Context: an optimization exercise on an open-source flow, tuned for small area, a short achievable clock period and few clock cycles per item. The choices shown serve that exercise and are no tape-out recipe.
In this exercise RTL edits were held to simulation tests only and were not proved equivalent to the original.

alpha:
==> flow/design.v <==
module deconvolution #(
  parameter int M = 6,
  parameter int N = 8
) (
  input  logic                 clk,
  input  logic                 rst,
  input  logic                 b_we,
  input  logic [$clog2(N)-1:0] b_addr,
  input  logic signed [15:0]   b_wdata,
  input  logic                 start,
  input  logic                 y_valid,
  output logic                 y_ready,
  input  logic signed [31:0]   y_data,
  output logic                 a_valid,
  input  logic                 a_ready,
  output logic signed [15:0]   a_data,
  output logic                 busy,
  output logic                 done,
  output logic                 div_err,
  output logic                 sat,
  output logic                 rem_err
);
  localparam int AW = 35;           
  logic signed [15:0] r_b [0:7];    
  logic [7:0]         r_bv;         
  logic               r_b0s;        
  logic signed [15:0] r_a [0:5];
  logic               r_busy, r_done, r_div_err, r_sat, r_rem_err;
  logic               r_dz;         
  logic [3:0]         f_n;          
  logic [2:0]         f_k;          
  logic [2:0]         f_j;          
  logic signed [15:0] b_op;
  logic [7:0]         bo_one, bo_two, bo_neg;    
  logic signed [31:0] y_reg;
  logic               x_valid, x_first, x_last, x_head, x_n12;
  logic signed [AW-1:0] acc;
  logic               c_chk, c_n12, r_tail_done;
  logic [15:0]        dvs;          
  logic [16:0]        dvs3;         
  logic [2:0]         d_cyc;        
  logic [17:0]        d_p;
  logic [15:0]        d_ql;
  logic               d_ovf, d_neg;
  logic [2:0]         n_a;          
  logic [2:0]         n_out;        
  logic [AW-1:0]        w_pp [0:7];
  logic [AW-1:0]        w_k;
  logic signed [AW-1:0] w_base, w_sum;
  logic [AW-2:0]        w_mag;
  always_comb begin
    w_k = '0;
    for (int i = 0; i < 8; i++) begin
      logic [17:0] m, s;
      m = ({18{bo_one[i]}} & {{2{b_op[15]}}, b_op}) | ({18{bo_two[i]}} & {b_op[15], b_op, 1'b0});
      s = m ^ {18{bo_neg[i]}};
      w_pp[i] = AW'({~s[17], s[16:0]}) << (2*i);
      w_k     = w_k + (AW'(bo_neg[i]) << (2*i)) - (AW'(1) << (17 + 2*i));
    end
  end
  assign w_base = x_first ? AW'(y_reg) : acc;
  assign w_sum  = w_base + w_pp[0] + w_pp[1] + w_pp[2] + w_pp[3] + w_pp[4] + w_pp[5] +
                  w_pp[6] + w_pp[7] + w_k;
  assign w_mag  = w_sum[AW-1] ? 34'(-w_sum) : w_sum[AW-2:0];
  function automatic logic [30:0] dstep(input logic [30:0] pq, input logic [15:0] dv,
                                        input logic [16:0] dv3);
    logic [16:0] v;
    logic [17:0] t1, t2, t3;
    logic [14:0] p;
    logic [1:0]  q;
    v  = {pq[30:16], pq[15:14]};
    t1 = {1'b0, v} - {2'b0, dv};
    t2 = {1'b0, v} - {1'b0, dv, 1'b0};
    t3 = {1'b0, v} - {1'b0, dv3};
    if (!t3[17])      begin q = 2'd3; p = t3[14:0]; end
    else if (!t2[17]) begin q = 2'd2; p = t2[14:0]; end
    else if (!t1[17]) begin q = 2'd1; p = t1[14:0]; end
    else              begin q = 2'd0; p = v[14:0];  end
    dstep = {p, pq[13:0], q};
  endfunction
  logic        w_ovf, w_dfin, w_qbig, w_asat, w_lo0;
  logic [30:0] w_pq;
  logic [11:0] w_qhi, w_qhi_n;
  logic [3:0]  w_qlo, w_qlo_n;
  logic signed [15:0] w_aval;
  assign w_ovf  = (d_p >= {2'd0, dvs});
  assign w_pq   = dstep(dstep({d_p[14:0], d_ql}, dvs, dvs3), dvs, dvs3);
  assign w_dfin = (d_cyc == 3'd4);
  assign w_qhi   = d_ql[11:0];
  assign w_qhi_n = -w_qhi;
  assign w_qlo   = w_pq[3:0];
  assign w_qlo_n = -w_qlo;
  assign w_lo0   = (w_qlo == 4'd0);
  assign w_qbig  = w_qhi[11] && (!d_neg || w_qhi[10:0] != 11'd0 || !w_lo0);
  assign w_asat  = d_ovf || w_qbig;
  assign w_aval  = w_asat ? (d_neg ? 16'sh8000 : 16'sh7fff) :
                   d_neg  ? {(w_lo0 ? w_qhi_n : ~w_qhi), w_qlo_n} : {w_qhi, w_qlo};
  logic [2:0]  w_kmax_n1, w_kmin;
  logic [3:0]  w_n1;
  logic        w_f_first, w_f_last, w_f_ok, w_f_go, w_byp;
  always_comb begin
    w_kmin    = (f_n < 4'd6) ? ((f_n == 4'd0) ? 3'd0 : 3'd1) : 3'(f_n - 4'd5);
    w_f_first = (f_n < 4'd7) ? (f_k == 3'(f_n)) : (f_k == 3'd7);
    w_f_last  = (f_k == w_kmin);
    w_byp     = w_dfin && (f_j == n_a);
    w_f_ok    = (f_n == 4'd0) || (f_j < n_a) || w_byp;
    w_f_go    = r_busy && (f_n != 4'd13) && w_f_ok && (!w_f_first || y_valid);
    w_n1      = f_n + 4'd1;
    w_kmax_n1 = (w_n1 < 4'd7) ? w_n1[2:0] : 3'd7;
  end
  logic [16:0] w_ae;
  assign w_ae = {((f_n == 4'd0) ? 16'sd0 : (w_byp ? w_aval : r_a[f_j])), 1'b0};
  assign y_ready = r_busy && (f_n != 4'd13) && w_f_first && w_f_ok;
  logic w_a_hs, w_fin;
  assign a_valid = r_busy && (n_out < n_a);
  assign a_data  = a_valid ? r_a[n_out] : 16'sd0;
  assign w_a_hs  = a_valid && a_ready;
  assign w_fin   = r_busy && (r_dz || ((c_n12 || r_tail_done) &&
                              (n_out == 3'd6 || (n_out == 3'd5 && w_a_hs))));
  assign busy    = r_busy;
  assign done    = r_done;
  assign div_err = r_div_err;
  assign sat     = r_sat;
  assign rem_err = r_rem_err;
  logic signed [15:0] w_b0;
  logic [15:0]        w_b0m;
  assign w_b0  = (b_we && b_addr == 3'd0) ? b_wdata : (r_bv[0] ? r_b[0] : 16'sd0);
  assign w_b0m = w_b0[15] ? 16'(-w_b0) : 16'(w_b0);
  always_ff @(posedge clk or negedge rst) begin
    if (!rst) begin
      r_bv        <= '0;
      r_busy      <= 1'b0;
      r_done      <= 1'b0;
      r_div_err   <= 1'b0;
      r_sat       <= 1'b0;
      r_rem_err   <= 1'b0;
      r_dz        <= 1'b0;
      f_n         <= 4'd13;
      f_k         <= '0;
      f_j         <= '0;
      x_valid     <= 1'b0;
      x_first     <= 1'b0;
      x_last      <= 1'b0;
      x_head      <= 1'b0;
      x_n12       <= 1'b0;
      c_chk       <= 1'b0;
      c_n12       <= 1'b0;
      r_tail_done <= 1'b0;
      d_cyc       <= '0;
      n_a         <= '0;
      n_out       <= '0;
    end else begin
      r_done <= 1'b0;
      if (!r_busy) begin
        if (b_we) r_bv[b_addr] <= 1'b1;
        if (start) begin
          r_busy      <= 1'b1;
          r_dz        <= (w_b0 == 16'sd0);
          r_div_err   <= (w_b0 == 16'sd0);
          r_sat       <= 1'b0;
          r_rem_err   <= 1'b0;
          f_n         <= (w_b0 == 16'sd0) ? 4'd13 : 4'd0;
          f_k         <= '0;
          f_j         <= '0;
          r_tail_done <= 1'b0;
          n_a         <= '0;
          n_out       <= '0;
        end
        x_valid <= 1'b0;
        c_chk   <= 1'b0;
        c_n12   <= 1'b0;
        d_cyc   <= '0;
      end else begin
        x_valid <= w_f_go;
        if (w_f_go) begin
          x_first <= w_f_first;
          x_last  <= w_f_last;
          x_head  <= (f_n < 4'd6);
          x_n12   <= (f_n == 4'd12);
          if (w_f_last) begin
            f_n <= w_n1;
            f_k <= w_kmax_n1;
            f_j <= (w_n1 < 4'd7) ? 3'd0 : 3'(w_n1 - 4'd7);
          end else begin
            f_k <= f_k - 3'd1;
            f_j <= f_j + 3'd1;
          end
        end
        c_chk <= x_valid && x_last && !x_head;
        c_n12 <= x_valid && x_last && x_n12;
        if (c_chk && acc != '0) r_rem_err <= 1'b1;
        if (c_n12) r_tail_done <= 1'b1;
        if (x_valid && x_last && x_head) d_cyc <= 3'd1;
        else if (w_dfin)                  d_cyc <= 3'd0;
        else if (d_cyc != 3'd0)           d_cyc <= d_cyc + 3'd1;
        if (w_dfin) begin
          n_a <= n_a + 3'd1;
          if (w_asat) r_sat <= 1'b1;
        end
        if (w_a_hs) n_out <= n_out + 3'd1;
        if (w_fin) begin
          r_busy <= 1'b0;
          r_done <= 1'b1;
          f_n    <= 4'd13;
        end
      end
    end
  end
  always_ff @(posedge clk) begin
    if (!r_busy && b_we) r_b[b_addr] <= b_wdata;
    if (r_busy && f_n == 4'd0) dvs3 <= {1'b0, dvs} + {dvs, 1'b0};
    if (!r_busy && start) begin
      r_b0s <= w_b0[15];
      dvs  <= w_b0m;
    end
    for (int i = 0; i < 8; i++) begin
      bo_one[i] <= w_ae[2*i] ^ w_ae[2*i+1];
      bo_two[i] <= (w_ae[2*i+2] & ~w_ae[2*i+1] & ~w_ae[2*i]) | (~w_ae[2*i+2] & w_ae[2*i+1] & w_ae[2*i]);
      bo_neg[i] <= ~w_ae[2*i+2];
    end
    b_op  <= r_bv[f_k] ? r_b[f_k] : 16'sd0;
    y_reg <= y_data;
    if (x_valid) acc <= w_sum;
    if (x_valid && x_last && x_head) begin
      d_p   <= w_mag[33:16];
      d_ql  <= w_mag[15:0];
      d_neg <= w_sum[AW-1] ^ r_b0s;
    end else if (d_cyc != 3'd0) begin
      if (d_cyc == 3'd1) d_ovf <= w_ovf;
      d_p  <= {3'd0, w_pq[30:16]};
      d_ql <= w_pq[15:0];
    end
    if (w_dfin) r_a[n_a] <= w_aval;
  end
endmodule
export LEC_CHECK = 0
export ABC_AREA = 1
export CAP_MARGIN = 20
export CORE_MARGIN = 2
export CORE_UTILIZATION = 70
export SETUP_SLACK_MARGIN = 5
export SLEW_MARGIN = 20
create_clock -name core_clock -period 12.0 [get_ports {clk}]
run.sh (not shown) runs the stock make flow with config.mk's settings and CLKGATE_MAP_FILE= SYNTH_SCRIPT=/design/flow/synth_recipe.tcl, a recipe that flattens the netlist after the stock synthesis.
Testbench counts of alpha, summed over its fixed seeds: cycles 10,984, frames 192.
[inputs] beta vs alpha
--- a/flow/design.v
+++ b/flow/design.v
@@ -22,5 +22,5 @@
 );
   localparam int AW = 35;           
-  logic signed [15:0] r_b [0:7];    
+  logic signed [15:0] r_b [1:7];    
   logic [7:0]         r_bv;         
   logic               r_b0s;        
@@ -36,5 +36,5 @@
   logic               x_valid, x_first, x_last, x_head, x_n12;
   logic signed [AW-1:0] acc;
-  logic               c_chk, c_n12, r_tail_done;
+  logic               w_chk, w_n12, r_tail_done;
   logic [15:0]        dvs;          
   logic [16:0]        dvs3;         
@@ -116,5 +116,7 @@
   assign a_data  = a_valid ? r_a[n_out] : 16'sd0;
   assign w_a_hs  = a_valid && a_ready;
-  assign w_fin   = r_busy && (r_dz || ((c_n12 || r_tail_done) &&
+  assign w_chk   = x_valid && x_last && !x_head;
+  assign w_n12   = x_valid && x_last && x_n12;
+  assign w_fin   = r_busy && (r_dz || ((w_n12 || r_tail_done) &&
                               (n_out == 3'd6 || (n_out == 3'd5 && w_a_hs))));
   assign busy    = r_busy;
@@ -123,8 +125,8 @@
   assign sat     = r_sat;
   assign rem_err = r_rem_err;
-  logic signed [15:0] w_b0;
-  logic [15:0]        w_b0m;
-  assign w_b0  = (b_we && b_addr == 3'd0) ? b_wdata : (r_bv[0] ? r_b[0] : 16'sd0);
-  assign w_b0m = w_b0[15] ? 16'(-w_b0) : 16'(w_b0);
+  logic        w_b0z;
+  logic [15:0] w_bwm;
+  assign w_b0z = (b_we && b_addr == 3'd0) ? (b_wdata == 16'sd0) : (!r_bv[0] || dvs == 16'd0);
+  assign w_bwm = b_wdata[15] ? 16'(-b_wdata) : 16'(b_wdata);
   always_ff @(posedge clk or negedge rst) begin
     if (!rst) begin
@@ -144,6 +146,4 @@
       x_head      <= 1'b0;
       x_n12       <= 1'b0;
-      c_chk       <= 1'b0;
-      c_n12       <= 1'b0;
       r_tail_done <= 1'b0;
       d_cyc       <= '0;
@@ -156,9 +156,9 @@
         if (start) begin
           r_busy      <= 1'b1;
-          r_dz        <= (w_b0 == 16'sd0);
-          r_div_err   <= (w_b0 == 16'sd0);
+          r_dz        <= w_b0z;
+          r_div_err   <= w_b0z;
           r_sat       <= 1'b0;
           r_rem_err   <= 1'b0;
-          f_n         <= (w_b0 == 16'sd0) ? 4'd13 : 4'd0;
+          f_n         <= w_b0z ? 4'd13 : 4'd0;
           f_k         <= '0;
           f_j         <= '0;
@@ -168,11 +168,9 @@
         end
         x_valid <= 1'b0;
-        c_chk   <= 1'b0;
-        c_n12   <= 1'b0;
         d_cyc   <= '0;
       end else begin
         x_valid <= w_f_go;
+        x_first <= w_f_go && w_f_first;
         if (w_f_go) begin
-          x_first <= w_f_first;
           x_last  <= w_f_last;
           x_head  <= (f_n < 4'd6);
@@ -187,8 +185,6 @@
           end
         end
-        c_chk <= x_valid && x_last && !x_head;
-        c_n12 <= x_valid && x_last && x_n12;
-        if (c_chk && acc != '0) r_rem_err <= 1'b1;
-        if (c_n12) r_tail_done <= 1'b1;
+        if (w_chk && w_sum != '0) r_rem_err <= 1'b1;
+        if (w_n12) r_tail_done <= 1'b1;
         if (x_valid && x_last && x_head) d_cyc <= 3'd1;
         else if (w_dfin)                  d_cyc <= 3'd0;
@@ -208,27 +204,28 @@
   end
   always_ff @(posedge clk) begin
-    if (!r_busy && b_we) r_b[b_addr] <= b_wdata;
+    if (!r_busy && b_we && b_addr != 3'd0) r_b[b_addr] <= b_wdata;
+    if (!r_busy && b_we && b_addr == 3'd0) begin
+      r_b0s <= b_wdata[15];
+      dvs   <= w_bwm;
+    end
     if (r_busy && f_n == 4'd0) dvs3 <= {1'b0, dvs} + {dvs, 1'b0};
-    if (!r_busy && start) begin
-      r_b0s <= w_b0[15];
-      dvs  <= w_b0m;
-    end
     for (int i = 0; i < 8; i++) begin
-      bo_one[i] <= w_ae[2*i] ^ w_ae[2*i+1];
-      bo_two[i] <= (w_ae[2*i+2] & ~w_ae[2*i+1] & ~w_ae[2*i]) | (~w_ae[2*i+2] & w_ae[2*i+1] & w_ae[2*i]);
+      bo_one[i] <= w_f_go & (w_ae[2*i] ^ w_ae[2*i+1]);
+      bo_two[i] <= w_f_go & ((w_ae[2*i+2] & ~w_ae[2*i+1] & ~w_ae[2*i]) |
+                             (~w_ae[2*i+2] & w_ae[2*i+1] & w_ae[2*i]));
       bo_neg[i] <= ~w_ae[2*i+2];
     end
-    b_op  <= r_bv[f_k] ? r_b[f_k] : 16'sd0;
+    b_op  <= (f_k != 3'd0 && r_bv[f_k]) ? r_b[f_k] : 16'sd0;
     y_reg <= y_data;
-    if (x_valid) acc <= w_sum;
+    acc <= w_sum;
     if (x_valid && x_last && x_head) begin
       d_p   <= w_mag[33:16];
       d_ql  <= w_mag[15:0];
       d_neg <= w_sum[AW-1] ^ r_b0s;
-    end else if (d_cyc != 3'd0) begin
-      if (d_cyc == 3'd1) d_ovf <= w_ovf;
+    end else begin
       d_p  <= {3'd0, w_pq[30:16]};
       d_ql <= w_pq[15:0];
     end
+    if (d_cyc == 3'd1) d_ovf <= w_ovf;
     if (w_dfin) r_a[n_a] <= w_aval;
   end
==> comparison <==
Summary: with alpha as the reference, die area in beta moved down by a few percent.
beta vs. alpha: net total in the final layout shows a reduction of 166; pin slew with the least headroom to its limit now sits higher.
On detailed-route wire length: beta sits above alpha.
beta: instance count of the mapped netlist is about 4.4% lower than what alpha reported.
Largest net degree at the start of global routing shrinks by more than 10% when moving from alpha to beta.
Against alpha, beta reports a worst setup slack that is lower.
Higher count of flip-flops and latches was reported by alpha, not beta.
Between beta and alpha, die extent in y is higher for alpha, beta comes in under that.
Taking alpha as the reference, in beta chip width decreased by 2.6% relative to the old numbers.
Testbench counts of beta, summed over its fixed seeds: cycles 10,792, frames 192.

==> re-timing with driven ports <==
The results above use ideal ports. As a check the final layouts listed here were re-extracted and re-timed, cells and wires unchanged.
Step 1 sets driving cells, clkbuf_16 on the clock port and buf_2 on the other inputs (assumed; they add their load-dependent delay and slew).
Step 2, shift: input delay + t, output delay - t, t = (earliest + latest rising clock arrival at the registers) / 2. This alone moves slack from input paths to output paths.
Slacks: ideal ports / drivers / drivers and shift; pairs: ideal ports / drivers.
run	shift t [ns]	slack for setup (ns)	clock arrival spread, ns	worst slew at a driven data input, ns
alpha	0.651	5.200 / 5.200 / 5.200	0.062 / 0.062	0.06
beta	0.672	5.154 / 5.091 / 5.197	0.058 / 0.058	0.07
After both steps setup and hold are still met in every run listed.
